From an optimization exercise on the open Yosys and OpenROAD flow, aimed at small area; shortcuts taken in it are not production practice.
Only simulation tests tie the RTL to the original design; equivalence was not proved.
Power figures rest on the tool's default switching activity, not on a simulated workload.

## config.mk

```make
export PLATFORM = sky130hd
export DESIGN_NAME = reg_fetch_mp
export DESIGN_NICKNAME = reg_fetch_mp
export VERILOG_FILES = /design/flow/design.v
export SDC_FILE = /design/flow/constraint.sdc
export NUM_CORES = 4
export LEC_CHECK = 0
export ABC_AREA = 1
export CAP_MARGIN = 20
export CORE_MARGIN = 2
export CORE_UTILIZATION = 30
export SLEW_MARGIN = 20
```

## constraint.sdc

```tcl
create_clock -name core_clock -period 5.0 [get_ports {i_clk}]
set_input_delay 1.0000 -clock core_clock [delete_from_list [all_inputs] [get_ports {i_clk}]]
set_output_delay 1.0000 -clock core_clock [all_outputs]
set_load 0.01 [all_outputs]
```

## design.v

```verilog
`default_nettype none
module reg_fetch_mp #(
    parameter int XLEN      = 32,
    parameter int NUM_REGS  = 32,
    parameter int NUM_RD    = 2,
    parameter int NUM_WB    = 2,
    parameter int PAYLOAD_W = 64,
    parameter int IDX_W     = $clog2(NUM_REGS)
) (
    input  logic                      i_clk,
    input  logic                      i_rst,
    input  logic                      i_flush,
    input  logic                      i_stall,
    input  logic                      i_valid,
    input  logic [PAYLOAD_W-1:0]      i_payload,
    input  logic [NUM_RD-1:0]         i_rs_valid,
    input  logic [NUM_RD*IDX_W-1:0]   i_rs_idx,
    input  logic [NUM_WB-1:0]         i_wb_valid,
    input  logic [NUM_WB*IDX_W-1:0]   i_wb_idx,
    input  logic [NUM_WB*XLEN-1:0]    i_wb_data,
    output logic                      o_valid,
    output logic [PAYLOAD_W-1:0]      o_payload,
    output logic [NUM_RD-1:0]         o_rs_valid,
    output logic [NUM_RD*XLEN-1:0]    o_rs_data
);
    localparam logic [IDX_W-1:0] c_ZERO_IDX = '0;
    logic [XLEN-1:0]      r_regs     [NUM_REGS];
    logic                 r_valid;
    logic [PAYLOAD_W-1:0] r_payload;
    logic [NUM_RD-1:0]    r_rs_valid;
    logic [XLEN-1:0]      r_rs_data  [NUM_RD];
    logic [IDX_W-1:0]     r_held_idx [NUM_RD];
    logic [IDX_W-1:0]     w_rd_idx   [NUM_RD];
    logic [IDX_W-1:0]     w_wb_idx   [NUM_WB];
    logic [XLEN-1:0]      w_wb_data  [NUM_WB];
    logic [XLEN-1:0]      w_eff      [NUM_RD];
    logic [NUM_RD-1:0]    w_hold_hit;
    logic [XLEN-1:0]      w_hold_data[NUM_RD];
    generate
        for (genvar p = 0; p < NUM_RD; p++) begin : g_rd_unpack
            assign w_rd_idx[p]                 = i_rs_idx[p*IDX_W +: IDX_W];
            assign o_rs_data[p*XLEN +: XLEN]   = r_rs_data[p];
        end
        for (genvar w = 0; w < NUM_WB; w++) begin : g_wb_unpack
            assign w_wb_idx[w]  = i_wb_idx[w*IDX_W +: IDX_W];
            assign w_wb_data[w] = i_wb_data[w*XLEN +: XLEN];
        end
    endgenerate
    always_comb begin
        for (int p = 0; p < NUM_RD; p++) begin
            w_eff[p]       = r_regs[w_rd_idx[p]];
            w_hold_hit[p]  = 1'b0;
            w_hold_data[p] = '0;
            for (int w = 0; w < NUM_WB; w++) begin
                if (i_wb_valid[w] && (w_wb_idx[w] == w_rd_idx[p])) begin
                    w_eff[p] = w_wb_data[w];
                end
                if (i_wb_valid[w] && r_rs_valid[p] &&
                    (r_held_idx[p] != c_ZERO_IDX) &&
                    (w_wb_idx[w] == r_held_idx[p])) begin
                    w_hold_hit[p]  = 1'b1;
                    w_hold_data[p] = w_wb_data[w];
                end
            end
            if (w_rd_idx[p] == c_ZERO_IDX) begin
                w_eff[p] = '0;
            end
        end
    end
    always_ff @(posedge i_clk) begin
        if (i_rst) begin
            for (int i = 0; i < NUM_REGS; i++) begin
                r_regs[i] <= '0;
            end
            r_valid    <= 1'b0;
            r_payload  <= '0;
            r_rs_valid <= '0;
            for (int p = 0; p < NUM_RD; p++) begin
                r_rs_data[p]  <= '0;
                r_held_idx[p] <= '0;
            end
        end else begin
            for (int w = 0; w < NUM_WB; w++) begin
                if (i_wb_valid[w] && (w_wb_idx[w] != c_ZERO_IDX)) begin
                    r_regs[w_wb_idx[w]] <= w_wb_data[w];
                end
            end
            if (i_flush) begin
                r_valid    <= 1'b0;
                r_payload  <= '0;
                r_rs_valid <= '0;
                for (int p = 0; p < NUM_RD; p++) begin
                    r_rs_data[p] <= '0;
                end
            end else if (!i_stall) begin
                r_valid    <= i_valid;
                r_payload  <= i_payload;
                r_rs_valid <= i_rs_valid;
                for (int p = 0; p < NUM_RD; p++) begin
                    r_rs_data[p]  <= i_rs_valid[p] ? w_eff[p] : '0;
                    r_held_idx[p] <= w_rd_idx[p];
                end
            end else begin
                for (int p = 0; p < NUM_RD; p++) begin
                    if (w_hold_hit[p]) begin
                        r_rs_data[p] <= w_hold_data[p];
                    end
                end
            end
        end
    end
    assign o_valid    = r_valid;
    assign o_payload  = r_payload;
    assign o_rs_valid = r_rs_valid;
endmodule
`default_nettype wire
```

## run.sh

```bash
#!/bin/bash
# synth_recipe.tcl (not shown) runs the flow's synth.tcl, then flattens the netlist and writes it again
# the make line also repeats each setting of config.mk as NAME=value (left out here)
make -C /OpenROAD-flow-scripts/flow DESIGN_CONFIG=/design/flow/config.mk WORK_HOME=/design/flow/orfs CLKGATE_MAP_FILE= SYNTH_SCRIPT=/design/flow/synth_recipe.tcl finish
```

==> results of run 1 <==
==> Yosys cell counts, types with 5 or more instances <==
master / number / share of area [%]
sky130_fd_sc_hd__xor2_1: 7 / 0.089
sky130_fd_sc_hd__edfxtp_1: 1024 / 45
sky130_fd_sc_hd__nand3_1: 1388 / 10
sky130_fd_sc_hd__nand4_1: 8 / 0.073
sky130_fd_sc_hd__nand2_2: 15 / 0.14
sky130_fd_sc_hd__o211ai_1: 17 / 0.19
sky130_fd_sc_hd__buf_6: 5 / 0.082
sky130_fd_sc_hd__clkinv_1: 34 / 0.19
sky130_fd_sc_hd__clkbuf_1: 540 / 3.0
sky130_fd_sc_hd__nand2_1: 3156 / 17
sky130_fd_sc_hd__a21oi_1: 494 / 3.6
sky130_fd_sc_hd__inv_1: 192 / 1.0
sky130_fd_sc_hd__o21ai_1: 45 / 0.33
sky130_fd_sc_hd__dfxtp_1: 141 / 4.1
sky130_fd_sc_hd__o22ai_1: 773 / 7.0
sky130_fd_sc_hd__inv_2: 14 / 0.077
sky130_fd_sc_hd__buf_2: 246 / 1.8
sky130_fd_sc_hd__o21ai_0: 444 / 3.2
sky130_fd_sc_hd__nor2_1: 255 / 1.4
sky130_fd_sc_hd__nor3_1: 11 / 0.080
sky130_fd_sc_hd__buf_1: 70 / 0.38
sky130_fd_sc_hd__buf_4: 63 / 0.69
==> power by group <==
part / total, mW / internal, mW / switching (mW) / leakage, nW
Sequential: 11.4 / 11.1 / 0.313 / 10.9
Combinational: 3.88 / 1.04 / 2.84 / 16.8
Clock: 10.6 / 6.17 / 4.42 / 2.22
==> flip-flops by register name (all words and copies together), names as in the netlist <==
register,count
r_regs,1024
r_payload,64
r_rs_data,64
r_held_idx,10
r_rs_valid,2
r_valid,1
==> area by class of cell <==
class | count | area [µm²]
Sequential cell | 1165 | 33570
Multi-Input combinational cell | 6668 | 30370
Clock inverter | 76 | 945.9
Antenna cell | 3 | 7.507
Timing Repair Buffer | 577 | 5788
Clock buffer | 165 | 3597
Inverter | 240 | 925.9
Fill cell | 23344 | 148500
Tap cell | 3009 | 3765
==> layer usage <==
| layer | up-vias | global-route usage (%) | wire length, µm |
|---|---|---|---|
| met1 | 34034 | 34.74 | 119900 |
| met5 | - | 0 | 46 |
| met3 | 1148 | 6.802 | 44270 |
| met2 | 5870 | 40.57 | 140600 |
| met4 | 4 | 17.25 | 23580 |
| li1 | 30641 | - | - |
==> logic make-up after synthesis <==
kind of cell,synth area share [%]
AND/OR/NAND/NOR,29.31
flip-flops,48.91
buffers and inverters,7.212
other,0.005463
XOR/XNOR,0.08931
AO/OA/AOI/OAI,14.48
==> critical path, delay by kind of cell <==
family / cells / cell delay [ps]
AND/OR/NAND/NOR: 4 / 1490
buffers and inverters: 4 / 1280
AO/OA/AOI/OAI: 1 / 190
==> layout by cell type (no fill, tap or decap), types with 51 or more instances in the layout <==
cell | synthesis | routed
sky130_fd_sc_hd__clkinv_1 | 34 | 51
sky130_fd_sc_hd__nand2_1 | 3156 | 3137
sky130_fd_sc_hd__o21ai_0 | 444 | 444
sky130_fd_sc_hd__clkdlybuf4s50_1 | 0 | 275
sky130_fd_sc_hd__o22ai_1 | 773 | 773
sky130_fd_sc_hd__inv_1 | 192 | 166
sky130_fd_sc_hd__clkbuf_16 | 0 | 141
sky130_fd_sc_hd__dfxtp_1 | 141 | 141
sky130_fd_sc_hd__buf_4 | 63 | 233
sky130_fd_sc_hd__nor2_1 | 255 | 247
sky130_fd_sc_hd__nand3_1 | 1388 | 1384
sky130_fd_sc_hd__buf_12 | 0 | 57
sky130_fd_sc_hd__a21oi_1 | 494 | 494
sky130_fd_sc_hd__edfxtp_1 | 1024 | 1024
==> worst min-delay path by stage <==
stage / startpoint / slack (ps) / endpoint / depth (start not counted)
floorplan: r_payload[63]$_SDFFE_PP0N_ / 480 / r_payload[63]$_SDFFE_PP0N_ / 2
global placement: r_payload[63]$_SDFFE_PP0N_ / 450 / r_payload[63]$_SDFFE_PP0N_ / 2
detailed placement: r_payload[20]$_SDFFE_PP0N_ / 460 / r_payload[20]$_SDFFE_PP0N_ / 2
CTS: r_payload[20]$_SDFFE_PP0N_ / 460 / r_payload[20]$_SDFFE_PP0N_ / 2
global route: r_payload[51]$_SDFFE_PP0N_ / 480 / r_payload[51]$_SDFFE_PP0N_ / 2
finish: r_payload[20]$_SDFFE_PP0N_ / 460 / r_payload[20]$_SDFFE_PP0N_ / 2
==> run summary, run 1 <==
Share of post-route cells with drive strength above 1: 6.805%. The total power is 25.91 mW. The weighted congestion at the end of routability-driven global placement was 0.9541; the synthesis-to-finish area growth was 15.04%. Setup repair after global routing left no endpoint under its margin. The number of clock buffers added by TritonCTS is 135.

The final design utilization was 34.71%. In the post-route analysis, the smallest setup slack over all paths is 1503 ps. Clock tree synthesis found a total of 1165 sinks. The worst setup path is launched from an input pin. Buffers inserted to repair hold after CTS numbered 0. For the finished layout, the period the worst path requires is 3497 ps. Global routing used 27.07% of the available tracks across all layers. The number of hold-slack violations in the final timing report came out at 0. The number of antenna violations at the first check in global routing is 7, and the non-filler instance count after layout is 11903. The most numerous cell type found on the critical path is sky130_fd_sc_hd__inv_2. The critical path ends at r_regs[21][10]$_DFFE_PP_. For the iteration count of the initial detailed-routing pass, the log shows 7. The count of nets left with antenna violations once routing finished came out at 0. The endpoint identified for the worst register-to-register timing path is r_rs_data[1][1]$_SDFFE_PP0P_.

Timing analysis after detailed placement gives a worst setup slack of 788.6 ps. The longest individual stage delay on the worst path works out to 690 ps. Static timing analysis puts the maximum clock frequency at 286.0 MHz. At the pin with the least slew margin, the transition time is 1180 ps. The maximum vdd drop was 398.2 µV; the maximum clock skew at final layout was 32.64 ps. The initial utilization of the core area, before any placement, comes to 30.17%. The worst setup path is captured at a flip-flop.

The post-synthesis instance total is 8966. The tightest min-delay check is of the flip-flop to flip-flop type. The clock-pin slew on the worst setup and hold paths works out to 60 ps. The worst setup slack for register-to-register paths was 2440 ps.

After synthesis, the netlist uses 32 different library cells. Post-cts gate resize count: 0. Tracing the worst setup path back leads to its startpoint at i_wb_idx[7]. Adding up every negative setup slack in the final design gives 0 ps. After routing the design area is 78970 µm². The number of pins exceeding their max-slew limit in the final report was 0; the number of maximum-capacitance constraint violations was 0. The synthesized design contains 1024 enable-type register cells. The core footprint was 227500 µm². The average footprint of a synthesized cell is 7.656 µm², and the vertical die dimension is 482.4 µm. Via count: 71697. The number of setup buffers added after CTS is 0.

The flow ran to the end and the layout has no timing, DRC or antenna violations. The total placed cells including tap cells was 11658; the final clock period utilization by the worst path was 69.94%. Category of the most critical setup path: input pin to flip-flop. The first global-routing pass estimated 464800 µm of wire.

Of all nets on the critical path, the largest fanout is 32. For the post-synthesis cell area, the log shows 68650 µm². Among all stages on the critical path, the largest delay is contributed by sky130_fd_sc_hd__clkdlybuf4s50_1.

The total overflow left after global routing is 0. STA puts the critical path data required time at 5500 ps. The post-detailed-route via-to-cell ratio was 6.023; the full die area was 232700 µm².

The placed wire-length estimate after detailed placement was 200600 µm. Entering global routing, the biggest net connects 140 pins. In the final design database the tool counted 8944 nets. The warning count from the yosys run is 8. The H-tree was split into 4 levels. The share of the Yosys chip area taken by registers is 48.91%. Setup violations remaining at the end of the flow were counted as 0. Cell count of the worst reg-to-reg path: 7.

The number of port buffers was 287; the total routed wirelength was 328400 µm. After detailed routing, the average wire length per cell comes to 27.59 µm. Number of remaining DRC errors: 0. In this run, the number of DRC markers left after iteration 0 of detailed routing was 11986.

Walking the worst path, the cells encountered are clkdlybuf4s50_1 > inv_2 > nor3_2 > inv_2 > nor2_1 > nand2_1 > buf_4 > nand2_2 > o22ai_1. For the leakage power figure, the log shows 29.95 nW. In this run the deepest clock path goes through 3 buffers. The tools report the source-to-sink clock delay at the later pin of the worst-skew pair as 810 ps. The tightest hold path in the finished design has a slack of 461.4 ps. The data arrival time of the critical path was 4000 ps; the async set or reset register ratio after synthesis was 0%. The tightest slew margin relative to the limit is 21.31%, and the standard-cell row count is 175.

Summing all placed instances gives a cell area of 74390 µm². The startpoint identified for the worst register-to-register timing path is r_held_idx[1][2]$_SDFFE_PP0P_. TritonCTS built the clock tree. Pin placement for this block handled 288 I/O pins. In this run, synthesis produced a sequential element count of 1165. Clock tree root buffer cell: sky130_fd_sc_hd__clkbuf_16. The number of global-route vias before repair was 66690.

Most instantiated flip-flop cell in the synthesis netlist: sky130_fd_sc_hd__edfxtp_1. The die extent in x was 482.4 µm; the power density over the cells was 328.1 nW/µm².
==> run 2: changes to the inputs <==
==> design.v (replaced) <==
`default_nettype none
module reg_fetch_mp #(
    parameter int XLEN      = 32,
    parameter int NUM_REGS  = 32,
    parameter int NUM_RD    = 2,
    parameter int NUM_WB    = 2,
    parameter int PAYLOAD_W = 64,
    parameter int IDX_W     = $clog2(NUM_REGS)
) (
    input  logic                      i_clk,
    input  logic                      i_rst,
    input  logic                      i_flush,
    input  logic                      i_stall,
    input  logic                      i_valid,
    input  logic [PAYLOAD_W-1:0]      i_payload,
    input  logic [NUM_RD-1:0]         i_rs_valid,
    input  logic [NUM_RD*IDX_W-1:0]   i_rs_idx,
    input  logic [NUM_WB-1:0]         i_wb_valid,
    input  logic [NUM_WB*IDX_W-1:0]   i_wb_idx,
    input  logic [NUM_WB*XLEN-1:0]    i_wb_data,
    output logic                      o_valid,
    output logic [PAYLOAD_W-1:0]      o_payload,
    output logic [NUM_RD-1:0]         o_rs_valid,
    output logic [NUM_RD*XLEN-1:0]    o_rs_data
);
    logic [XLEN-1:0]      r_regs     [1:NUM_REGS-1];
    logic [XLEN-1:0]      w_regs_nxt [1:NUM_REGS-1];
    logic                 r_valid;
    logic [PAYLOAD_W-1:0] r_payload;
    logic [NUM_RD-1:0]    r_rs_valid;
    logic [XLEN-1:0]      r_rs_data  [NUM_RD];
    logic [IDX_W-1:0]     r_held_idx [NUM_RD];
    logic [IDX_W-1:0]     w_wb_idx   [NUM_WB];
    logic [XLEN-1:0]      w_wb_data  [NUM_WB];
    logic w_clr, w_adv, w_hold;
    assign w_clr  = i_rst | i_flush;
    assign w_adv  = ~w_clr & ~i_stall;
    assign w_hold = ~w_clr &  i_stall;
    generate
        for (genvar w = 0; w < NUM_WB; w++) begin : g_wb_unpack
            assign w_wb_idx[w]  = i_wb_idx[w*IDX_W +: IDX_W];
            assign w_wb_data[w] = i_wb_data[w*XLEN +: XLEN];
        end
    endgenerate
    generate
        for (genvar r = 1; r < NUM_REGS; r++) begin : g_rf
            logic w_hit0, w_hit1, w_s0, w_s1, w_sh;
            assign w_hit0 = i_wb_valid[0] & (w_wb_idx[0] == IDX_W'(r));
            assign w_hit1 = i_wb_valid[1] & (w_wb_idx[1] == IDX_W'(r));
            assign w_s1   = ~i_rst &  w_hit1;
            assign w_s0   = ~i_rst &  w_hit0 & ~w_hit1;
            assign w_sh   = ~i_rst & ~w_hit0 & ~w_hit1;
            assign w_regs_nxt[r] = ({XLEN{w_sh}} & r_regs[r])
                                 | ({XLEN{w_s1}} & w_wb_data[1])
                                 | ({XLEN{w_s0}} & w_wb_data[0]);
            always_ff @(posedge i_clk) begin
                r_regs[r] <= w_regs_nxt[r];
            end
        end
    endgenerate
    generate
        for (genvar p = 0; p < NUM_RD; p++) begin : g_rd
            logic [IDX_W-1:0] w_idx;
            logic             w_v;
            logic [XLEN-1:0]  w_rd;
            assign w_idx = w_adv ? i_rs_idx[p*IDX_W +: IDX_W] : r_held_idx[p];
            assign w_v   = (w_adv & i_rs_valid[p]) | (w_hold & r_rs_valid[p]);
            always_comb begin
                w_rd = '0;
                for (int r = 1; r < NUM_REGS; r++) begin
                    w_rd = w_rd | ({XLEN{w_idx == IDX_W'(r)}} & w_regs_nxt[r]);
                end
            end
            always_ff @(posedge i_clk) begin
                r_rs_data[p]  <= {XLEN{w_v}} & w_rd;
                r_held_idx[p] <= {IDX_W{~i_rst}} & w_idx;
            end
            assign o_rs_data[p*XLEN +: XLEN] = r_rs_data[p];
        end
    endgenerate
    always_ff @(posedge i_clk) begin
        r_valid    <= (w_adv & i_valid) | (w_hold & r_valid);
        r_payload  <= ({PAYLOAD_W{w_adv}} & i_payload) | ({PAYLOAD_W{w_hold}} & r_payload);
        r_rs_valid <= ({NUM_RD{w_adv}} & i_rs_valid) | ({NUM_RD{w_hold}} & r_rs_valid);
    end
    assign o_valid    = r_valid;
    assign o_payload  = r_payload;
    assign o_rs_valid = r_rs_valid;
endmodule
`default_nettype wire
==> run summary, run 2 <==
The run finished with no timing, DRC or antenna violations. The vertical die dimension came out at 467.3 µm (was 482.4 µm). The most instantiated flip-flop cell in the synthesis netlist is sky130_fd_sc_hd__dfxtp_1 (was sky130_fd_sc_hd__edfxtp_1).

The iteration count of the initial detailed-routing pass is 7 (unchanged). Full die area: 218300 µm² (was 232700 µm²). The library cell with the highest instance count after synthesis is sky130_fd_sc_hd__nand2_1 (unchanged). The tools report the critical path launch point type as an input pin (unchanged). The power density over the cells is 283.1 nW/µm² (was 328.1 nW/µm²). The critical-path maximum fanout works out to 29 (was 32).

For the total placed cells including tap cells, the log shows 13276 (was 11658). The logs give 479300 µm (was 464800 µm) for the global-route wire length before repair and 0 (unchanged) for the number of endpoints failing setup at the final stage. The number of global-route vias before repair is 66442 (was 66690), and the number of flops mapped to enable cells by yosys is 0 (was 1024). The tightest slew margin relative to the limit came out at 11.40% (was 21.31%).

The final critical-path required period was 4166 ps (was 3497 ps); the warning count from the yosys run was 7 (was 8). Share of post-route cells with drive strength above 1: 8.846% (was 6.805%). The number of port buffers works out to 287 (unchanged). Leading cell types by total area after synthesis: sky130_fd_sc_hd__dfxtp_1 35%, sky130_fd_sc_hd__nand2_1 29%, sky130_fd_sc_hd__nand4_1 14% (was sky130_fd_sc_hd__edfxtp_1 45%, sky130_fd_sc_hd__nand2_1 17%, sky130_fd_sc_hd__nand3_1 10%). The tools report the H-tree depth reported by CTS as 4 (unchanged). The tools report the TritonCTS buffer count as 139 (was 135). The endpoint of the lowest-slack register-to-register path was r_rs_data[1][11]$_DFF_P_ (was r_rs_data[1][1]$_SDFFE_PP0P_).

The cts-stage hold buffer count is 0 (unchanged). The post-route cell area is 75790 µm² (was 78970 µm²). Clock tree root buffer cell: sky130_fd_sc_hd__clkbuf_16 (unchanged). The run gives 21.45 mW (was 25.91 mW) as the total power.

The total global routing track utilization came out at 29.35% (was 27.07%). The smallest setup slack after layout was 834.1 ps (was 1503 ps); the data arrival time of the critical path was 4850 ps (was 4000 ps). The maximum clock skew at final layout was 75.85 ps (was 32.64 ps).

The beginning of the critical path is i_wb_idx[7] (unchanged). The post-detailed-route via-to-cell ratio came out at 5.697 (was 6.023). The leakage power figure came out at 34.73 nW (was 29.95 nW). Sequential share of the synthesized area: 35.23% (was 48.91%). The cell count of the worst reg-to-reg path was 13 (was 7); the highest clock rate was 240.0 MHz (was 286.0 MHz).

The run gives 13529 (was 11903) as the non-filler instance count after layout. Post-synthesis cell area: 64380 µm² (was 68650 µm²). The tools report the area after detailed placement as 71160 µm² (was 74390 µm²). Most used cells in the layout excluding fill and tap cells: 4903 x sky130_fd_sc_hd__nand2_1, 1408 x sky130_fd_sc_hd__nand4_1, 1207 x sky130_fd_sc_hd__nand3_1, 1133 x sky130_fd_sc_hd__dfxtp_1, 686 x sky130_fd_sc_hd__nor2_1 (was 3137 x sky130_fd_sc_hd__nand2_1, 1384 x sky130_fd_sc_hd__nand3_1, 1024 x sky130_fd_sc_hd__edfxtp_1, 773 x sky130_fd_sc_hd__o22ai_1, 494 x sky130_fd_sc_hd__a21oi_1). The synthesis-to-finish area growth is 17.72% (was 15.04%).

The tools report the I/O pin total as 288 (unchanged). The placed wire-length estimate after detailed placement is 233300 µm (was 200600 µm). The run gives 0 (unchanged) as the number of remaining DRC errors.

The category of the most critical setup path was input pin to flip-flop (unchanged). The CTS sink count was 1133 (was 1165); the number of maximum-capacitance constraint violations was 0 (unchanged). The count of routing violations after the opening detailed-route iteration was 12719 (was 11986); the mean routed wirelength per cell was 24.82 µm (was 27.59 µm).

The most common library cell in the layout ignoring fill and taps is sky130_fd_sc_hd__nand2_1 (unchanged). The die extent in x was 467.3 µm (was 482.4 µm); the total of fill cells in the finished design was 23211 (was 23344). The run gives 0 (unchanged) as the residual antenna-violating net count after detailed routing. The leading area contributor after synthesis is sky130_fd_sc_hd__dfxtp_1 (was sky130_fd_sc_hd__edfxtp_1).

The endpoint type of the worst setup path was a flip-flop (unchanged). The logs give 0 ps (unchanged) for the sum of negative setup slack and 840 ps (was 810 ps) for the source-to-sink clock delay at the later pin of the worst-skew pair. The slew at the pin with the worst max-slew slack is 1329 ps (was 1180 ps), and the number of pins exceeding their max-slew limit in the final report is 0 (unchanged).

The path category of the worst min-delay check was flip-flop to flip-flop (unchanged). For the number of setup buffers added after CTS, the log shows 0 (unchanged). The number of hold-slack violations in the final timing report is 0 (unchanged), and the post-cts gate resize count is 0 (unchanged). The number of antenna violations at the first check in global routing is 16 (was 7), and the via count is 77080 (was 71697).

Number of flip-flops under the largest register name: 992 (was 1024). The run gives 30.09% (was 30.17%) as the initial core utilization. The average footprint of a synthesized cell works out to 6.013 µm² (was 7.656 µm²). Leading registers by flop count: r_regs (992), r_payload (64), r_rs_data (64) (was r_regs (1024), r_payload (64), r_rs_data (64)).

TritonCTS built the clock tree. Maximum vdd drop: 355.4 µV (was 398.2 µV). The worst-case setup slack after placement is 264.8 ps (was 788.6 ps).

The tools report the origin of the critical flop-to-flop path as r_held_idx[1][4]$_DFF_P_ (was r_held_idx[1][2]$_SDFFE_PP0P_). The number of nets in the layout is 10737 (was 8944), and the core footprint is 214000 µm² (was 227500 µm²). The capture point of the critical path is r_rs_data[0][3]$_DFF_P_ (was r_regs[21][10]$_DFFE_PP_). The largest net degree at the start of global routing came out at 154 (was 140). The weighted congestion at the end of routability-driven global placement was 1.036 (was 0.9541); the area fraction of the dominant cell type after synthesis was 35.23% (was 44.79%).

The total routed wirelength is 335800 µm (was 328400 µm), and the clock-pin slew on the worst setup and hold paths is 60 ps (about the same). Top register by number of flip-flops: r_regs (unchanged). The async set or reset register ratio after synthesis was 0% (unchanged); the total congestion overflow was 0 (unchanged). The flip-flop and latch count after synthesis was 1133 (was 1165); the required time at the endpoint of the critical path was 5680 ps (was 5500 ps). For the maximum buffer depth of the clock tree, the log shows 3 (unchanged). The run gives 2010 ps (was 2440 ps) as the worst setup slack for register-to-register paths. The final clock period utilization by the worst path came out at 83.32% (was 69.94%). Setup repair after global routing left no endpoint under its margin.

The distinct cell type count of the synthesized netlist is 23 (was 32). Top cells by count, synth: 4905 x sky130_fd_sc_hd__nand2_1, 1408 x sky130_fd_sc_hd__nand4_1, 1224 x sky130_fd_sc_hd__nand3_1, 1133 x sky130_fd_sc_hd__dfxtp_1, 757 x sky130_fd_sc_hd__nor2_1 (was 3156 x sky130_fd_sc_hd__nand2_1, 1388 x sky130_fd_sc_hd__nand3_1, 1024 x sky130_fd_sc_hd__edfxtp_1, 773 x sky130_fd_sc_hd__o22ai_1, 540 x sky130_fd_sc_hd__clkbuf_1). The standard-cell row count was 170 (was 175); the post-synthesis instance total was 10707 (was 8966).
==> run 2: area by class of cell <==
type	instances	area, µm²	area share [%]
Sequential cell	1133	22680	29.93
Clock inverter	31	519.2	0.6851
Tap cell	2838	3551	4.685
Antenna cell	8	20.02	0.02641
Clock buffer	213	4076	5.379
Timing Repair Buffer	750	7054	9.308
Multi-Input combinational cell	8436	37430	49.39
Inverter	120	457.9	0.6042
==> run 2: per-stage QoR <==
stage               hold slack (ps)  utilization (%)
global route                  483.0            35.41
floorplan                     447.6                -
finish                        464.4            35.42
CTS                           466.3            35.40
detailed placement            457.4            33.26
global placement              454.1            33.25
==> run 2: cells by family after synthesis <==
group           Yosys count  synth area share [%]
simple gates           8368                 56.98
buf+inv                1138                 7.128
compound gates           68                0.6607
flops                  1133                 35.23
==> run 2: per-layer routing <==
metal	routed length, µm	up-vias	part of all wire [%]	global-route usage [%]
met4	25650	14	7.6	19.81
met2	129400	5413	39	39.32
li1	-	35226	-	-
met1	133900	35617	40	39.91
met3	46690	810	14	8.798
met5	103	-	0.031	0
==> run 2: worst min path at each step <==
stage | from | endpoint | slack (ps) | cells past startpoint
final | r_payload[45]$_DFF_P_ | r_payload[45]$_DFF_P_ | 460 | 2
after global routing | r_payload[25]$_DFF_P_ | r_payload[25]$_DFF_P_ | 480 | 2
after CTS | r_payload[45]$_DFF_P_ | r_payload[45]$_DFF_P_ | 470 | 2
after detailed placement | r_payload[45]$_DFF_P_ | r_payload[45]$_DFF_P_ | 460 | 2
after global placement | r_payload[30]$_DFF_P_ | r_payload[30]$_DFF_P_ | 450 | 2
after floorplan | r_regs[11][0]$_DFF_P_ | r_regs[11][0]$_DFF_P_ | 450 | 2
==> run 2: where the power goes <==
group	internal [mW]	switching, mW	total [mW]
Combinational	0.374	1.47	1.85
Sequential	9.16	0.0411	9.21
Clock	5.84	4.55	10.4
Total	15.4	6.07	21.5
==> run 2: worst max-delay path: stages <==
cell and delay, ps:
sky130_fd_sc_hd__clkdlybuf4s50_1 680, sky130_fd_sc_hd__nand2_1 260, sky130_fd_sc_hd__inv_1 100, sky130_fd_sc_hd__nand3_1 130, sky130_fd_sc_hd__buf_4 210, sky130_fd_sc_hd__buf_4 380, sky130_fd_sc_hd__nor2_2 100, sky130_fd_sc_hd__buf_4 210
sky130_fd_sc_hd__nand2_1 60, sky130_fd_sc_hd__nand3_1 130, sky130_fd_sc_hd__nand2_1 80, sky130_fd_sc_hd__nand2_1 90, sky130_fd_sc_hd__nor2_1 360, sky130_fd_sc_hd__nand2_1 310, sky130_fd_sc_hd__nor2_1 460, sky130_fd_sc_hd__buf_4 200
sky130_fd_sc_hd__a21oi_2 40
==> run 3: changes to the inputs <==
==> flow/run.sh (new file) <==
#!/bin/bash
# Own layout flow: the standard synthesis, then an area-only re-map of the
# combinational logic (registers untouched), then the standard layout steps.
set -euo pipefail
W=$(pwd)
R=$W/orfs/results/${FLOW_PLATFORM}/reg_fetch_mp/base
bash standard.sh synth > $W/flow_synth.log 2>&1
cp $R/1_2_yosys.v $W/std_synth.v
REMAP_IN=$W/std_synth.v REMAP_OUT=$W/remap.v REMAP_SCRIPT=$W/flow/area.abc \
REMAP_LIB=$FLOW_HOME/platforms/${FLOW_PLATFORM}/lib/sky130_fd_sc_hd__tt_025C_1v80.lib \
REMAP_DONTUSE=$W/flow/dontuse.txt REMAP_TOP=$FLOW_TOP \
  yosys -c $W/flow/remap.tcl > $W/flow_remap.log 2>&1
cp $W/remap.v $R/1_2_yosys.v
rm -f $R/1_synth.odb $R/1_synth.sdc
# Clock tree without dummy loads; small port buffers.
bash standard.sh \
  "CTS_ARGS=-sink_clustering_enable -repair_clock_nets -dont_use_dummy_load -buf_list {sky130_fd_sc_hd__clkbuf_4 sky130_fd_sc_hd__clkbuf_8}" \
  "BUFFER_PORTS_ARGS=-buffer_cell sky130_fd_sc_hd__buf_1" \
  finish > $W/flow_layout.log 2>&1
==> flow/area.abc (new file) <==
strash
dch
amap
==> flow/dontuse.txt (new file) <==
sky130_fd_sc_hd__probe_p_8 sky130_fd_sc_hd__probec_p_8 sky130_fd_sc_hd__lpflow_bleeder_1 sky130_fd_sc_hd__lpflow_clkbufkapwr_1 sky130_fd_sc_hd__lpflow_clkbufkapwr_16 sky130_fd_sc_hd__lpflow_clkbufkapwr_2 sky130_fd_sc_hd__lpflow_clkbufkapwr_4 sky130_fd_sc_hd__lpflow_clkbufkapwr_8 sky130_fd_sc_hd__lpflow_clkinvkapwr_1 sky130_fd_sc_hd__lpflow_clkinvkapwr_16 sky130_fd_sc_hd__lpflow_clkinvkapwr_2 sky130_fd_sc_hd__lpflow_clkinvkapwr_4 sky130_fd_sc_hd__lpflow_clkinvkapwr_8 sky130_fd_sc_hd__lpflow_decapkapwr_12 sky130_fd_sc_hd__lpflow_decapkapwr_3 sky130_fd_sc_hd__lpflow_decapkapwr_4 sky130_fd_sc_hd__lpflow_decapkapwr_6 sky130_fd_sc_hd__lpflow_decapkapwr_8 sky130_fd_sc_hd__lpflow_inputiso0n_1 sky130_fd_sc_hd__lpflow_inputiso0p_1 sky130_fd_sc_hd__lpflow_inputiso1n_1 sky130_fd_sc_hd__lpflow_inputiso1p_1 sky130_fd_sc_hd__lpflow_inputisolatch_1 sky130_fd_sc_hd__lpflow_isobufsrc_1 sky130_fd_sc_hd__lpflow_isobufsrc_16 sky130_fd_sc_hd__lpflow_isobufsrc_2 sky130_fd_sc_hd__lpflow_isobufsrc_4 sky130_fd_sc_hd__lpflow_isobufsrc_8 sky130_fd_sc_hd__lpflow_isobufsrckapwr_16 sky130_fd_sc_hd__lpflow_lsbuf_lh_hl_isowell_tap_1 sky130_fd_sc_hd__lpflow_lsbuf_lh_hl_isowell_tap_2 sky130_fd_sc_hd__lpflow_lsbuf_lh_hl_isowell_tap_4 sky130_fd_sc_hd__lpflow_lsbuf_lh_isowell_4 sky130_fd_sc_hd__lpflow_lsbuf_lh_isowell_tap_1 sky130_fd_sc_hd__lpflow_lsbuf_lh_isowell_tap_2 sky130_fd_sc_hd__lpflow_lsbuf_lh_isowell_tap_4
==> flow/remap.tcl (new file) <==
# Re-map the combinational logic of the standard synthesis netlist for area.
# Sequential and tie cells are kept exactly as the standard synthesis made
# them (same instances, names and cell types); every other cell is expanded
# to its liberty function and mapped again by ABC with an area-only mapper.
# env: REMAP_IN REMAP_OUT REMAP_SCRIPT REMAP_LIB REMAP_DONTUSE REMAP_TOP
set lib $::env(REMAP_LIB)
set f [open $::env(REMAP_DONTUSE)]; set du [string trim [read $f]]; close $f
set duargs {}
foreach c $du { lappend duargs -dont_use $c }
yosys read_liberty -ignore_miss_func $lib
yosys blackbox sky130_fd_sc_hd__*df* sky130_fd_sc_hd__*dl* sky130_fd_sc_hd__conb*
yosys read_verilog $::env(REMAP_IN)
yosys hierarchy -top $::env(REMAP_TOP)
yosys flatten
yosys rename -hide w:*.*
yosys opt_clean -purge
yosys abc -script $::env(REMAP_SCRIPT) -liberty $lib {*}$duargs
yosys setundef -zero
yosys splitnets
yosys opt_clean -purge
yosys hilomap -singleton -hicell sky130_fd_sc_hd__conb_1 HI -locell sky130_fd_sc_hd__conb_1 LO
yosys insbuf -buf sky130_fd_sc_hd__buf_4 A X
yosys opt_clean -purge
yosys stat -liberty $lib
yosys write_verilog -noattr -noexpr -nohex -nodec $::env(REMAP_OUT)
==> standard.sh (new file) <==
#!/bin/bash
# synth_recipe.tcl (not shown) runs the flow's synth.tcl, then flattens the netlist and writes it again
# the make line also repeats each setting of config.mk as NAME=value (left out here)
make -C /OpenROAD-flow-scripts/flow DESIGN_CONFIG=/design/flow/config.mk WORK_HOME=/design/flow/orfs CLKGATE_MAP_FILE= SYNTH_SCRIPT=/design/flow/synth_recipe.tcl "${@:-finish}"
--- a/config.mk
+++ b/config.mk
@@ -8,5 +8,6 @@
 export ABC_AREA = 1
-export CAP_MARGIN = 20
+export CAP_MARGIN = 0
 export CORE_MARGIN = 2
 export CORE_UTILIZATION = 30
-export SLEW_MARGIN = 20
+export CTS_BUF_LIST = sky130_fd_sc_hd__clkbuf_4 sky130_fd_sc_hd__clkbuf_8
+export SLEW_MARGIN = 0
removed: run.sh
==> run summary, run 3 <==
The final clock period utilization by the worst path was 88.49% (was 83.32%); the residual antenna-violating net count after detailed routing was 0 (unchanged). The tools report the total routed wirelength as 294500 µm (was 335800 µm). The met1 layer usage reported by global route came out at 42.03% (was 39.91%). The kind of cell with the highest combined delay on the critical path is simple AND/OR/NAND/NOR gates (unchanged). The tools report the critical path launch point type as an input pin (unchanged). The number of endpoints failing setup at the final stage was 0 (unchanged); the number of maximum-capacitance constraint violations was 3 (was 0). The CTS sink count is 1133 (unchanged), and the longest individual stage delay on the worst path is 940 ps (was 680 ps). The tools report the cts-stage hold buffer count as 0 (unchanged). The area after detailed placement was 56050 µm² (was 71160 µm²); the critical-path maximum fanout was 32 (was 29). For the post-synthesis cell area, the log shows 47450 µm² (was 64380 µm²). Setup repair after global routing left no endpoint under its margin. The source-to-sink clock delay at the later pin of the worst-skew pair was 940 ps (was 840 ps). The count of routing violations after the opening detailed-route iteration was 16952 (was 12719); the total buffers and inverters traversed by the critical path was 4 (was 6).

The run gives 53169 (was 66442) as the number of global-route vias before repair. The initial core utilization is 30.31% (was 30.09%). The vertical die dimension is 401.7 µm (was 467.3 µm), and the tightest slew margin relative to the limit is -2.947% (was 11.40%). The weighted congestion at the end of routability-driven global placement was 1.021 (was 1.036); the largest net degree at the start of global routing was 77 (was 154).

The tools report the non-filler instance count after layout as 8030 (was 13529). The total congestion overflow is 0 (unchanged). The leakage power figure is 19.10 nW (was 34.73 nW).

The number of flip-flops under the largest register name was 992 (unchanged); the number of pins exceeding their max-slew limit in the final report was 72 (was 0). The share of post-route cells with drive strength above 1 is 13.75% (was 8.846%), and the number of antenna violations at the first check in global routing is 35 (was 16). The logs give 187200 µm (was 233300 µm) for the placed wire-length estimate after detailed placement and 156600 µm² (was 214000 µm²) for the core footprint. The global-route wire length before repair was 400500 µm (was 479300 µm). The tools report the total of fill cells in the finished design as 15782 (was 23211).

The iteration count of the initial detailed-routing pass was 13 (was 7). The peak-usage layer in the global routing report was met2 (was met1). The path category of the worst min-delay check is input pin to flip-flop (was flip-flop to flip-flop). Full die area: 161400 µm² (was 218300 µm²). The logs give 58790 µm² (was 75790 µm²) for the post-route cell area and 195 (was 139) for the TritonCTS buffer count.

The met2 track utilization from global routing is 46.87% (was 39.32%), and the number of nets in the layout is 6110 (was 10737). I/O pin total: 288 (unchanged). The maximum buffer depth of the clock tree is 3 (unchanged), and the met3 track utilization from global routing is 16.34% (was 8.798%). The required time at the endpoint of the critical path was 5710 ps (was 5680 ps); the standard-cell row count was 145 (was 170). Slowest cell on the critical path: sky130_fd_sc_hd__nor4_1 (was sky130_fd_sc_hd__clkdlybuf4s50_1). The cell count of the worst reg-to-reg path is 8 (was 13). The tools report the via count as 58272 (was 77080). The tools report the endpoint type of the worst setup path as a flip-flop (unchanged).

The run did not pass the layout checks because of capacitance limit, slew limit. The tools report the number of remaining DRC errors as 0 (unchanged). The power density over the cells is 306.4 nW/µm² (was 283.1 nW/µm²). The highest clock rate is 226.0 MHz (was 240.0 MHz), and the post-cts gate resize count is 0 (unchanged). The tools report the clock tree root buffer cell as sky130_fd_sc_hd__clkbuf_8 (was sky130_fd_sc_hd__clkbuf_16). The number of setup buffers added after CTS is 0 (unchanged). The total global routing track utilization came out at 34.30% (was 29.35%). Most common library cell in the layout ignoring fill and taps: sky130_fd_sc_hd__dfxtp_1 (was sky130_fd_sc_hd__nand2_1). The flow ran to the end, but the layout failed its checks. The synthesis-to-finish area growth came out at 23.89% (was 17.72%).

Leading registers by flop count: r_regs (992), r_payload (64), r_rs_data (64) (unchanged). The die extent in x came out at 401.7 µm (was 467.3 µm). TritonCTS built the clock tree. Post-synthesis instance total: 4990 (was 10707).

The tools report the H-tree depth reported by CTS as 4 (unchanged). The data arrival time of the critical path was 5130 ps (was 4850 ps). Most used cells in the layout excluding fill and tap cells: 1133 x sky130_fd_sc_hd__dfxtp_1, 1074 x sky130_fd_sc_hd__clkinv_1, 995 x sky130_fd_sc_hd__o22ai_1, 928 x sky130_fd_sc_hd__a222oi_1, 418 x sky130_fd_sc_hd__buf_4 (was 4903 x sky130_fd_sc_hd__nand2_1, 1408 x sky130_fd_sc_hd__nand4_1, 1207 x sky130_fd_sc_hd__nand3_1, 1133 x sky130_fd_sc_hd__dfxtp_1, 686 x sky130_fd_sc_hd__nor2_1). The top register by number of flip-flops is r_regs (unchanged).

The logic depth of the worst path, buffers included was 12 (was 17). The clock-pin slew on the worst setup and hold paths is 60 ps (about the same). The slew at the pin with the worst max-slew slack works out to 1544 ps (was 1329 ps). For the maximum clock skew at final layout, the log shows 56.35 ps (was 75.85 ps). The warning count from the yosys run was 7 (unchanged). The category of the most critical setup path was input pin to flip-flop (unchanged). The number of port buffers was 287 (unchanged); the post-detailed-route via-to-cell ratio was 7.257 (was 5.697).

The instance count along the most critical hold path is 2 (unchanged). Average footprint of a synthesized cell: 9.509 µm² (was 6.013 µm²). CP cell instances: clkbuf_4 > or2_0 > nor2_4 > clkinv_1 > o22ai_1 > clkinv_1 > nand4_1 > or2_2 > buf_12 > o22ai_1 > nor4_1 > a41oi_1 (was clkdlybuf4s50_1 > nand2_1 > inv_1 > nand3_1 > buf_4 > buf_4 > nor2_2 > buf_4 > nand2_1 > nand3_1 > nand2_1 > nand2_1 > nor2_1 > nand2_1 > nor2_1 > buf_4 > a21oi_2).

Number of hold-slack violations in the final timing report: 0 (unchanged). The final critical-path required period is 4424 ps (was 4166 ps). The mean routed wirelength per cell is 36.68 µm (was 24.82 µm), and the maximum vdd drop is 299.2 µV (was 355.4 µV).

The total placed cells including tap cells was 7814 (was 13276).
[run 3: where the power goes]
group	internal (mW)	switching, mW	total, mW
clock	3.41	3.70	7.11
sequential	9.17	0.0429	9.21
combinational	0.370	1.32	1.69
[run 3: metrics by stage]
step	setup slack (ps)	util (%)	hold slack [ps]	TNS, ps	total power [mW]
2_1_floorplan	8.857	-	430.7	0	9.912
3_3_place_gp	-107.7	35.80	442.4	-242.0	10.95
3_5_place_dp	-153.1	35.80	447.7	-370.7	10.96
4_1_cts	833.0	37.51	189.3	0	17.88
5_1_grt	509.0	37.52	289.8	0	18.35
6_report	575.5	37.55	291.1	0	18.01
[run 3: layer usage]
metal	up-vias	share of wire, %
li1	23040	-
met1	27545	35
met2	6208	39
met3	1435	18
met4	44	8.0
met5	-	0.23
[run 3: worst paths after layout]
kind | start | endpoint | slack [ps]
worst max-delay path | i_rst | r_rs_data[1][7]$_DFF_P_ | 580
worst min-delay path | i_valid | r_valid$_DFF_P_ | 290
worst max register to register | r_held_idx[1][2]$_DFF_P_ | r_rs_data[1][7]$_DFF_P_ | 1550
worst min register to register | r_regs[17][3]$_DFF_P_ | r_regs[17][3]$_DFF_P_ | 470
[run 3: area by class of cell]
type | count | area [µm²] | share of cell area (%)
diodes | 21 | 52.55 | 0.08939
clock buffers | 195 | 2684 | 4.565
inverters | 1074 | 4031 | 6.858
multi-input cells | 2783 | 21320 | 36.27
flip-flops and latches | 1133 | 22680 | 38.58
well taps | 2058 | 2575 | 4.380
repair buffers | 766 | 5440 | 9.254
==> run 4: changes to the inputs <==
--- a/flow/run.sh
+++ b/flow/run.sh
@@ -14,6 +14,2 @@
 rm -f $R/1_synth.odb $R/1_synth.sdc
-# Clock tree without dummy loads; small port buffers.
-bash standard.sh \
-  "CTS_ARGS=-sink_clustering_enable -repair_clock_nets -dont_use_dummy_load -buf_list {sky130_fd_sc_hd__clkbuf_4 sky130_fd_sc_hd__clkbuf_8}" \
-  "BUFFER_PORTS_ARGS=-buffer_cell sky130_fd_sc_hd__buf_1" \
-  finish > $W/flow_layout.log 2>&1
+bash standard.sh > $W/flow_layout.log 2>&1
--- a/config.mk
+++ b/config.mk
@@ -8,6 +8,5 @@
 export ABC_AREA = 1
-export CAP_MARGIN = 0
+export CAP_MARGIN = 20
 export CORE_MARGIN = 2
 export CORE_UTILIZATION = 30
-export CTS_BUF_LIST = sky130_fd_sc_hd__clkbuf_4 sky130_fd_sc_hd__clkbuf_8
-export SLEW_MARGIN = 0
+export SLEW_MARGIN = 20
==> run summary, run 4 <==
The critical-path maximum fanout is 12 (was 32), and the number of flip-flops under the largest register name is 992 (unchanged). The path category of the worst min-delay check is flip-flop to flip-flop (was input pin to flip-flop). Slew at the pin with the worst max-slew slack: 1264 ps (was 1544 ps). For the number of antenna violations at the first check in global routing, the log shows 26 (was 35). The core footprint is 156600 µm² (unchanged). Most used cells in the layout excluding fill and tap cells: 1133 x sky130_fd_sc_hd__dfxtp_1, 1074 x sky130_fd_sc_hd__clkinv_1, 995 x sky130_fd_sc_hd__o22ai_1, 928 x sky130_fd_sc_hd__a222oi_1, 537 x sky130_fd_sc_hd__buf_4 (was 1133 x sky130_fd_sc_hd__dfxtp_1, 1074 x sky130_fd_sc_hd__clkinv_1, 995 x sky130_fd_sc_hd__o22ai_1, 928 x sky130_fd_sc_hd__a222oi_1, 418 x sky130_fd_sc_hd__buf_4). The vertical die dimension is 401.7 µm (unchanged). The worst-case setup slack after placement is -270.2 ps (was -153.1 ps). The number of maximum-capacitance constraint violations was 0 (was 3); the cell count of the worst reg-to-reg path was 11 (was 8). The capture point of the critical path is r_rs_data[1][7]$_DFF_P_ (unchanged). For the weighted congestion at the end of routability-driven global placement, the log shows 1.028 (was 1.021). The post-synthesis instance total is 4990 (unchanged). Leading registers by flop count: r_regs (992), r_payload (64), r_rs_data (64) (unchanged).

For the data arrival time of the critical path, the log shows 5270 ps (was 5130 ps). The full die area was 161400 µm² (unchanged). The critical path launch point type is an input pin (unchanged). The tools report the non-filler instance count after layout as 8240 (was 8030).

The H-tree depth reported by CTS was 4 (unchanged); the number of remaining DRC errors was 0 (unchanged). The clock tree root buffer cell was sky130_fd_sc_hd__clkbuf_16 (was sky130_fd_sc_hd__clkbuf_8). The standard-cell row count was 145 (unchanged). For the iteration count of the initial detailed-routing pass, the log shows 13 (unchanged). The tools report the total of fill cells in the finished design as 15273 (was 15782). The worst setup slack for register-to-register paths is 1390 ps (was 1550 ps).

The average footprint of a synthesized cell came out at 9.509 µm² (unchanged). The initial core utilization is 30.31% (unchanged). The sum of negative setup slack was 0 ps (unchanged); the number of global-route vias before repair was 54876 (was 53169). The tools report the tightest slew margin relative to the limit as 15.56% (was -2.947%).

The synthesis-to-finish area growth was 35.66% (was 23.89%); the placed wire-length estimate after detailed placement was 191900 µm (was 187200 µm). Total congestion overflow: 0 (unchanged). The share of post-route cells with drive strength above 1 works out to 16.66% (was 13.75%). Highest clock rate: 209.8 MHz (was 226.0 MHz). Origin of the critical flop-to-flop path: r_held_idx[1][0]$_DFF_P_ (was r_held_idx[1][2]$_DFF_P_).

The run gives 41.12% (was 37.55%) as the final design utilization. The run gives 47450 µm² (unchanged) as the post-synthesis cell area. The tools report the number of nets in the layout as 6230 (was 6110). The tools report the beginning of the critical path as i_wb_idx[4] (was i_rst). Endpoint of the lowest-slack register-to-register path: r_rs_data[1][10]$_DFF_P_ (was r_rs_data[1][7]$_DFF_P_). The warning count from the yosys run is 7 (unchanged). The instance count along the most critical hold path was 2 (unchanged). Category of the most critical setup path: input pin to flip-flop (unchanged). Setup repair after global routing left no endpoint under its margin.

The I/O pin total was 288 (unchanged). Number of port buffers: 287 (unchanged). The final clock period utilization by the worst path works out to 95.34% (was 88.49%). The source-to-sink clock delay at the later pin of the worst-skew pair is 810 ps (was 940 ps). The logs give 0 (unchanged) for the residual antenna-violating net count after detailed routing and 17599 (was 16952) for the count of routing violations after the opening detailed-route iteration. The endpoint type of the worst setup path is a flip-flop (unchanged). The logs give 59096 (was 58272) for the via count and 0 (unchanged) for the number of hold-slack violations in the final timing report.

The tools report the total placed cells including tap cells as 7993 (was 7814). The CTS sink count is 1133 (unchanged). The most common library cell in the layout ignoring fill and taps was sky130_fd_sc_hd__dfxtp_1 (unchanged).

The run gives 0 (was 72) as the number of pins exceeding their max-slew limit in the final report. The final critical-path required period was 4767 ps (was 4424 ps); the TritonCTS buffer count was 131 (was 195). The run gives 0 (unchanged) as the cts-stage hold buffer count.

For the global-route wire length before repair, the log shows 406000 µm (was 400500 µm). The flow ran to the end and the layout has no timing, DRC or antenna violations. The required time at the endpoint of the critical path was 5500 ps (was 5710 ps). The maximum vdd drop was 366.5 µV (was 299.2 µV). The smallest setup slack after layout was 233.2 ps (was 575.5 ps); the largest net degree at the start of global routing was 67 (was 77).

The logs give 21.73 nW (was 19.10 nW) for the leakage power figure and 3 (unchanged) for the maximum buffer depth of the clock tree. Die extent in x: 401.7 µm (unchanged). The top register by number of flip-flops was r_regs (unchanged). The total routed wirelength came out at 296100 µm (was 294500 µm). The mean routed wirelength per cell came out at 35.93 µm (was 36.68 µm). The power density over the cells works out to 326.1 nW/µm² (was 306.4 nW/µm²).

The run gives 0 (unchanged) as the number of endpoints failing setup at the final stage. The clock-pin slew on the worst setup and hold paths works out to 60 ps (about the same). The total global routing track utilization was 34.55% (was 34.30%). The maximum clock skew at final layout is 29.60 ps (was 56.35 ps), and the post-detailed-route via-to-cell ratio is 7.172 (was 7.257). TritonCTS built the clock tree. The run gives 0 (unchanged) as the post-cts gate resize count.

Number of setup buffers added after CTS: 0 (unchanged).
==> run 4: cell count changes in the layout (fill, tap and decap cells not counted), sizes merged <==
cell and delta:
diode -11, clkdlybuf4s50 +273, clkinvlp +4, inv +7, bufinv +6, clkbuf -2, buf -88, clkinv +21
==> run 4: metrics by stage <==
stage | total power [mW] | hold WS, ps | area (µm²)
2_1_floorplan | 9.912 | 430.7 | 47460
3_3_place_gp | 11.14 | 443.6 | 59900
3_5_place_dp | 11.16 | 448.7 | 59920
4_1_cts | 20.81 | 464.5 | 64240
5_1_grt | 21.31 | 487.1 | 64350
6_report | 20.99 | 463.5 | 64370
==> run 4: where the power goes <==
part	leakage, nW	total, mW	internal (mW)	switching, mW
sequential	9.15	9.21	9.16	0.0448
combinational	10.5	1.90	0.551	1.35
clock	2.12	9.89	5.70	4.19
==> run 4: critical path: stages <==
cell                              delay [ps]
sky130_fd_sc_hd__clkdlybuf4s50_1         400
sky130_fd_sc_hd__buf_4                   140
sky130_fd_sc_hd__nand2b_1                540
sky130_fd_sc_hd__or3_1                   640
sky130_fd_sc_hd__nor2_1                  210
sky130_fd_sc_hd__nor2_4                  170
sky130_fd_sc_hd__buf_16                  210
sky130_fd_sc_hd__buf_4                   160
sky130_fd_sc_hd__a222oi_1                490
sky130_fd_sc_hd__o22ai_1                 140
sky130_fd_sc_hd__nor4_1                  620
sky130_fd_sc_hd__a41oi_1                 520
==> run 4: worst min-delay path by stage <==
stage | start | end
2_1_floorplan | r_regs[17][0]$_DFF_P_ | r_regs[17][0]$_DFF_P_
6_report | r_regs[17][11]$_DFF_P_ | r_regs[17][11]$_DFF_P_
3_3_place_gp | r_regs[17][20]$_DFF_P_ | r_regs[17][20]$_DFF_P_
3_5_place_dp | r_regs[17][26]$_DFF_P_ | r_regs[17][26]$_DFF_P_
5_1_grt | r_regs[17][26]$_DFF_P_ | r_regs[17][26]$_DFF_P_
4_1_cts | r_regs[17][26]$_DFF_P_ | r_regs[17][26]$_DFF_P_
==> run 4: per-layer routing <==
| metal | vias to the layer above | global-route usage [%] | part of all wire (%) |
|---|---|---|---|
| met1 | 28019 | 42.23 | 35 |
| met4 | 40 | 23.39 | 8.1 |
| met2 | 6108 | 47.30 | 39 |
| met3 | 1532 | 16.66 | 18 |
| met5 | - | 1.189 | 0.17 |
| li1 | 23397 | - | - |
==> run 4: final cells by class <==
type / count / area (µm²) / area share [%]
multi-input cells: 2783 / 21360 / 33.17
flip-flops and latches: 1133 / 22680 / 35.23
clock buffers: 194 / 3880 / 6.027
repair buffers: 950 / 9389 / 14.59
well taps: 2058 / 2575 / 4.000
inverters: 1074 / 4031 / 6.262
clock inverters: 38 / 436.7 / 0.6783
diodes: 10 / 25.02 / 0.03887
==> run 5: changes to the inputs <==
--- a/flow/run.sh
+++ b/flow/run.sh
@@ -14,2 +14,7 @@
 rm -f $R/1_synth.odb $R/1_synth.sdc
-bash standard.sh > $W/flow_layout.log 2>&1
+# Clock tree without dummy loads; small port buffers.
+bash standard.sh \
+  "CTS_ARGS=-sink_clustering_enable -repair_clock_nets -dont_use_dummy_load -sink_clustering_size 14 -sink_clustering_max_diameter 40 -buf_list {sky130_fd_sc_hd__clkbuf_8}" \
+  "BUFFER_PORTS_ARGS=-buffer_cell sky130_fd_sc_hd__buf_1" \
+  RECOVER_POWER=100 \
+  finish > $W/flow_layout.log 2>&1
--- a/config.mk
+++ b/config.mk
@@ -10,3 +10,4 @@
 export CORE_MARGIN = 2
-export CORE_UTILIZATION = 30
+export CORE_UTILIZATION = 50
+export CTS_BUF_LIST = sky130_fd_sc_hd__clkbuf_8
 export SLEW_MARGIN = 20
==> run summary, run 5 <==
For the number of pins exceeding their max-slew limit in the final report, the log shows 691 (was 0). The total of fill cells in the finished design was 8527 (was 15273). The run gives 0 (unchanged) as the number of setup buffers added after CTS. The most frequent cell on the critical path was sky130_fd_sc_hd__clkbuf_1 (was sky130_fd_sc_hd__buf_4). The tools report the TritonCTS buffer count as 154 (was 131).

The number of antenna violations at the first check in global routing is 16 (was 26). H-tree depth reported by CTS: 4 (unchanged). The number of global-route vias before repair came out at 52711 (was 54876). The total congestion overflow is 0 (unchanged), and the number of flip-flops under the largest register name is 992 (unchanged).

The run gives 17 (was 0) as the number of endpoints failing setup at the final stage. The sum of negative setup slack was -1127 ps (was 0 ps). The leakage power figure came out at 18.43 nW (was 21.73 nW). Mean routed wirelength per cell: 40.13 µm (was 35.93 µm).

The number of port buffers was 287 (unchanged); the initial core utilization was 50.62% (was 30.31%). For the smallest setup slack after layout, the log shows -165.2 ps (was 233.2 ps). The iteration count of the initial detailed-routing pass was 17 (was 13); the power density over the cells was 301.4 nW/µm² (was 326.1 nW/µm²). The longest individual stage delay on the worst path is 2310 ps (was 640 ps), and the worst setup slack for register-to-register paths is 1300 ps (was 1390 ps).

The number of nets in the layout is 6060 (was 6230). The post-synthesis instance total was 4990 (unchanged). Slew at the pin with the worst max-slew slack: 3244 ps (was 1264 ps). For the required time at the endpoint of the critical path, the log shows 5790 ps (was 5500 ps). The average footprint of a synthesized cell works out to 9.509 µm² (unchanged).

Origin of the critical flop-to-flop path: r_held_idx[1][2]$_DFF_P_ (was r_held_idx[1][0]$_DFF_P_). The largest net degree at the start of global routing is 66 (was 67), and the count of routing violations after the opening detailed-route iteration is 18650 (was 17599). The global-route wire length before repair is 390400 µm (was 406000 µm). TritonCTS built the clock tree. The total routed wirelength came out at 287700 µm (was 296100 µm). Clock tree root buffer cell: sky130_fd_sc_hd__clkbuf_8 (was sky130_fd_sc_hd__clkbuf_16). The flow ran to the end, but the layout failed its checks. The logs give 0 (unchanged) for the number of remaining DRC errors and 920 ps (was 810 ps) for the source-to-sink clock delay at the later pin of the worst-skew pair. For the post-synthesis cell area, the log shows 47450 µm² (unchanged). Most used cells in the layout excluding fill and tap cells: 1133 x sky130_fd_sc_hd__dfxtp_1, 1074 x sky130_fd_sc_hd__clkinv_1, 995 x sky130_fd_sc_hd__o22ai_1, 928 x sky130_fd_sc_hd__a222oi_1, 333 x sky130_fd_sc_hd__buf_4 (was 1133 x sky130_fd_sc_hd__dfxtp_1, 1074 x sky130_fd_sc_hd__clkinv_1, 995 x sky130_fd_sc_hd__o22ai_1, 928 x sky130_fd_sc_hd__a222oi_1, 537 x sky130_fd_sc_hd__buf_4). The total buffers and inverters traversed by the critical path works out to 4 (unchanged). The maximum buffer depth of the clock tree was 3 (unchanged). The post-route worst hold slack is 286.6 ps (was 463.5 ps).

The path category of the worst min-delay check is input pin to flip-flop (was flip-flop to flip-flop). The tools report the capture point of the critical path as r_rs_data[0][21]$_DFF_P_ (was r_rs_data[1][7]$_DFF_P_). The critical-path maximum fanout is 32 (was 12), and the logic depth of the worst path, buffers included is 10 (was 12). Slowest cell on the critical path: sky130_fd_sc_hd__clkbuf_1 (was sky130_fd_sc_hd__or3_1). Area after detailed placement: 54870 µm² (was 59920 µm²).

The tools report the I/O pin total as 288 (unchanged). The critical path launch point type is an input pin (unchanged). The maximum vdd drop is 285.5 µV (was 366.5 µV). Setup repair after global routing left no endpoint under its margin. The cts-stage hold buffer count is 0 (unchanged), and the weighted congestion at the end of routability-driven global placement is 1.150 (was 1.028).

Number of hold-slack violations in the final timing report: 0 (unchanged). The tools report the endpoint type of the worst setup path as a flip-flop (unchanged). The cell count of the worst reg-to-reg path was 10 (was 11). Beginning of the critical path: i_wb_idx[4] (unchanged). The final critical-path required period came out at 5165 ps (was 4767 ps). The post-detailed-route via-to-cell ratio was 8.189 (was 7.172). The top register by number of flip-flops was r_regs (unchanged).

The post-route cell area was 56580 µm² (was 64370 µm²); the warning count from the yosys run was 7 (unchanged). The total global routing track utilization was 55.95% (was 34.55%); the synthesis-to-finish area growth was 19.23% (was 35.66%). Final clock period utilization by the worst path: 103.3% (was 95.34%).

For the via count, the log shows 58705 (was 59096). The number of maximum-capacitance constraint violations is 35 (was 0), and the placed wire-length estimate after detailed placement is 186600 µm (was 191900 µm). CP cell instances: buf_1 > nand2b_1 > buf_4 > nor3_2 > clkbuf_1 > a222oi_1 > o22ai_1 > nor4_1 > clkbuf_1 > a41oi_1 (was clkdlybuf4s50_1 > buf_4 > nand2b_1 > or3_1 > nor2_1 > nor2_4 > buf_16 > buf_4 > a222oi_1 > o22ai_1 > nor4_1 > a41oi_1). Category of the most critical setup path: input pin to flip-flop (unchanged). The highest clock rate was 193.6 MHz (was 209.8 MHz). The post-cts gate resize count was 0 (unchanged). The tools report the endpoint of the lowest-slack register-to-register path as r_rs_data[1][27]$_DFF_P_ (was r_rs_data[1][10]$_DFF_P_). Data arrival time of the critical path: 5960 ps (was 5270 ps).

The tools report the CTS sink count as 1133 (unchanged). The reasons given for failing layout checks are capacitance limit, slew limit, setup timing. The run gives 0 (unchanged) as the residual antenna-violating net count after detailed routing.

Leading registers by flop count: r_regs (992), r_payload (64), r_rs_data (64) (unchanged). The share of post-route cells with drive strength above 1 is 11.30% (was 16.66%). The clock-pin slew on the worst setup and hold paths works out to 80 ps (was 60 ps). For the core footprint, the log shows 93750 µm² (was 156600 µm²).

The kind of cell with the highest combined delay on the critical path is buffers and inverters (was simple AND/OR/NAND/NOR gates). The run gives -116.3% (was 15.56%) as the tightest slew margin relative to the limit. Full die area: 97380 µm² (was 161400 µm²). The most common library cell in the layout ignoring fill and taps is sky130_fd_sc_hd__dfxtp_1 (unchanged). The standard-cell row count was 112 (was 145). Die extent in x: 312.1 µm (was 401.7 µm). The vertical die dimension came out at 312.1 µm (was 401.7 µm). Maximum clock skew at final layout: 78.51 ps (was 29.60 ps).
[run 5: worst min path at each step]
stage / from / depth (start not counted) / endpoint
2_1_floorplan: r_regs[17][0]$_DFF_P_ / 2 / r_regs[17][0]$_DFF_P_
3_5_place_dp: r_regs[17][12]$_DFF_P_ / 2 / r_regs[17][12]$_DFF_P_
6_report: i_payload[14] / 2 / r_payload[14]$_DFF_P_
5_1_grt: i_payload[34] / 2 / r_payload[34]$_DFF_P_
4_1_cts: i_payload[31] / 2 / r_payload[31]$_DFF_P_
3_3_place_gp: r_regs[17][1]$_DFF_P_ / 2 / r_regs[17][1]$_DFF_P_
[run 5: layout make-up]
cell class	count	area [µm²]	area share, %
Antenna cell	14	35.03	0.06192
Clock buffer	154	2120	3.746
Inverter	1074	4031	7.125
Multi-Input combinational cell	2783	21160	37.40
Sequential cell	1133	22680	40.09
Tap cell	1254	1569	2.773
Timing Repair Buffer	757	4982	8.806
[run 5: routing by layer]
layer / vias to the layer above / GRT usage (%) / wire [µm]
li1: 22906 / - / -
met1: 27420 / 68.35 / 96680
met2: 6620 / 71.43 / 104600
met3: 1747 / 32.67 / 59050
met4: 12 / 41.00 / 27220
met5: - / 1.161 / 98
[run 5: power breakdown]
part	switching, mW	internal [mW]
clock network	3.44	2.72
logic	1.34	0.356
registers	0.0416	9.16
total	4.82	12.2
[run 5: metrics by stage]
step / power, mW / util, % / setup WS, ps / instances
floorplan: 9.912 / - / 8.857 / 4990
detailed placement: 10.95 / 58.53 / 27.48 / 6999
global placement: 10.93 / 58.47 / -65.83 / 6997
CTS: 16.80 / 60.79 / 896.0 / 7153
global route: 17.29 / 60.32 / 229.3 / 7157
finish: 17.05 / 60.35 / -165.2 / 7169
==> run 6: changes to the inputs <==
--- a/flow/run.sh
+++ b/flow/run.sh
@@ -18,3 +18,2 @@
   "BUFFER_PORTS_ARGS=-buffer_cell sky130_fd_sc_hd__buf_1" \
-  RECOVER_POWER=100 \
   finish > $W/flow_layout.log 2>&1
--- a/config.mk
+++ b/config.mk
@@ -10,3 +10,3 @@
 export CORE_MARGIN = 2
-export CORE_UTILIZATION = 50
+export CORE_UTILIZATION = 40
 export CTS_BUF_LIST = sky130_fd_sc_hd__clkbuf_8
==> run summary, run 6 <==
The flow ran to the end and the layout has no timing, DRC or antenna violations. For the global-route wire length before repair, the log shows 381000 µm (was 390400 µm). The number of flip-flops under the largest register name came out at 992 (unchanged).

The run gives 1.082 (was 1.150) as the weighted congestion at the end of routability-driven global placement. For the post-synthesis cell area, the log shows 47450 µm² (unchanged). For the full die area, the log shows 121400 µm² (was 97380 µm²). Most used cells in the layout excluding fill and tap cells: 1133 x sky130_fd_sc_hd__dfxtp_1, 1074 x sky130_fd_sc_hd__clkinv_1, 995 x sky130_fd_sc_hd__o22ai_1, 928 x sky130_fd_sc_hd__a222oi_1, 412 x sky130_fd_sc_hd__buf_4 (was 1133 x sky130_fd_sc_hd__dfxtp_1, 1074 x sky130_fd_sc_hd__clkinv_1, 995 x sky130_fd_sc_hd__o22ai_1, 928 x sky130_fd_sc_hd__a222oi_1, 333 x sky130_fd_sc_hd__buf_4).

The logs give 4 (unchanged) for the H-tree depth reported by CTS and 0 (unchanged) for the residual antenna-violating net count after detailed routing. The number of pins exceeding their max-slew limit in the final report is 0 (was 691). The tools report the endpoint of the lowest-slack register-to-register path as r_rs_data[1][13]$_DFF_P_ (was r_rs_data[1][27]$_DFF_P_). The leakage power figure was 18.99 nW (was 18.43 nW); the post-route worst hold slack was 327.7 ps (was 286.6 ps). The synthesis-to-finish area growth works out to 21.95% (was 19.23%). The critical path launch point type is an input pin (unchanged). The maximum buffer depth of the clock tree came out at 3 (unchanged).

The most common library cell in the layout ignoring fill and taps was sky130_fd_sc_hd__dfxtp_1 (unchanged). For the count of routing violations after the opening detailed-route iteration, the log shows 17105 (was 18650). The number of hold-slack violations in the final timing report was 0 (unchanged); the post-synthesis instance total was 4990 (unchanged).

The tools report the source-to-sink clock delay at the later pin of the worst-skew pair as 920 ps (about the same). The total routed wirelength is 278900 µm (was 287700 µm). The number of port buffers is 287 (unchanged). The power density over the cells was 297.0 nW/µm² (was 301.4 nW/µm²). Total power: 17.19 mW (was 17.05 mW).

The endpoint type of the worst setup path was a flip-flop (unchanged). For the standard-cell row count, the log shows 126 (was 112). The share of post-route cells with drive strength above 1 is 12.81% (was 11.30%). Beginning of the critical path: i_rst (was i_wb_idx[4]).

The cts-stage hold buffer count was 0 (unchanged); the post-detailed-route via-to-cell ratio was 7.727 (was 8.189). The CTS sink count was 1133 (unchanged); the core footprint was 117900 µm² (was 93750 µm²). The run gives 0 ps (was -1127 ps) as the sum of negative setup slack. Total placed cells including tap cells: 7297 (was 6999). Number of remaining DRC errors: 0 (unchanged). TritonCTS built the clock tree. The largest net degree at the start of global routing was 63 (was 66).

The number of maximum-capacitance constraint violations came out at 0 (was 35). Capture point of the critical path: r_rs_data[1][13]$_DFF_P_ (was r_rs_data[0][21]$_DFF_P_). The placed wire-length estimate after detailed placement came out at 182300 µm (was 186600 µm). The path category of the worst min-delay check is input pin to flip-flop (unchanged). The worst setup slack for register-to-register paths was 1340 ps (was 1300 ps); the final design utilization was 49.07% (was 60.35%).

The total global routing track utilization came out at 43.33% (was 55.95%). The vertical die dimension was 348.4 µm (was 312.1 µm); the TritonCTS buffer count was 163 (was 154). For the number of nets in the layout, the log shows 6085 (was 6060).
-- run 6: power breakdown --
group / total (mW) / switching [mW] / internal [mW] / leakage, nW
clock network: 6.31 / 3.44 / 2.86 / 1.17
logic: 1.67 / 1.30 / 0.377 / 8.67
registers: 9.21 / 0.0421 / 9.16 / 9.15
-- run 6: layer usage --
| layer | up-vias | share of wire [%] | GRT usage, % | routed length, µm |
|---|---|---|---|---|
| li1 | 22992 | - | - | - |
| met1 | 26995 | 35 | 54.00 | 97060 |
| met2 | 6238 | 37 | 56.98 | 104000 |
| met3 | 1469 | 19 | 21.58 | 53330 |
| met4 | 29 | 8.6 | 30.67 | 24040 |
| met5 | - | 0.16 | 2.081 | 459 |
-- run 6: worst min path at each step --
stage	start	to	slack [ps]	cells after the start
floorplan	r_regs[17][0]$_DFF_P_	r_regs[17][0]$_DFF_P_	430	2
global placement	r_regs[24][29]$_DFF_P_	r_regs[24][29]$_DFF_P_	450	2
detailed placement	r_regs[17][1]$_DFF_P_	r_regs[17][1]$_DFF_P_	450	2
CTS	i_payload[39]	r_payload[39]$_DFF_P_	300	2
global route	i_payload[39]	r_payload[39]$_DFF_P_	340	2
finish	i_payload[39]	r_payload[39]$_DFF_P_	330	2
-- run 6: worst max-delay path, delay by kind of cell --
kind                   cells  cell delay, ps
buffers and inverters      5            1310
and+or+nand+nor            5            2120
AOI/OAI and AO/OA          3             710
-- run 6: final cells by class --
type / count / area [µm²]
clock buffers: 163 / 2243
fillers: 11308 / 60060
multi-input cells: 2783 / 21320
flip-flops and latches: 1133 / 22680
repair buffers: 773 / 5652
well taps: 1536 / 1922
inverters: 1074 / 4031
diodes: 8 / 20.02
-- run 6: through the flow --
| step | setup WS, ps | cell area [µm²] |
|---|---|---|
| after detailed placement | 39.27 | 55560 |
| after floorplan | 8.857 | 47460 |
| final | 535.6 | 57870 |
| after CTS | 914.0 | 57810 |
| after global placement | 14.18 | 55550 |
| after global routing | 500.5 | 57850 |

[port drivers added, routing unchanged]
The flow's constraints put no driver on any port. The routed layouts listed below were extracted and timed again, unchanged, in two steps.
Step 1: set_driving_cell puts a clkbuf_16 on i_clk and a buf_2 on each other input, an assumption about the parent block.
Step 2 also shifts input and output timing later by t, the mid clock arrival at the registers, as if the neighbouring blocks saw the same clock.
Slacks: no drivers / after step 1 / after step 2; pairs: no drivers / after step 1.
run	t (ns)	slack for setup (ns)
run 1	0.890	1.503 / 1.549 / 0.659
run 2	0.881	0.834 / 0.893 / 0.011
run 3	0.984	0.576 / 0.616 / -0.368
run 4	0.867	0.233 / 0.279 / -0.588
run 5	0.972	-0.165 / -0.107 / -1.078
run 6	0.930	0.536 / 0.579 / -0.351
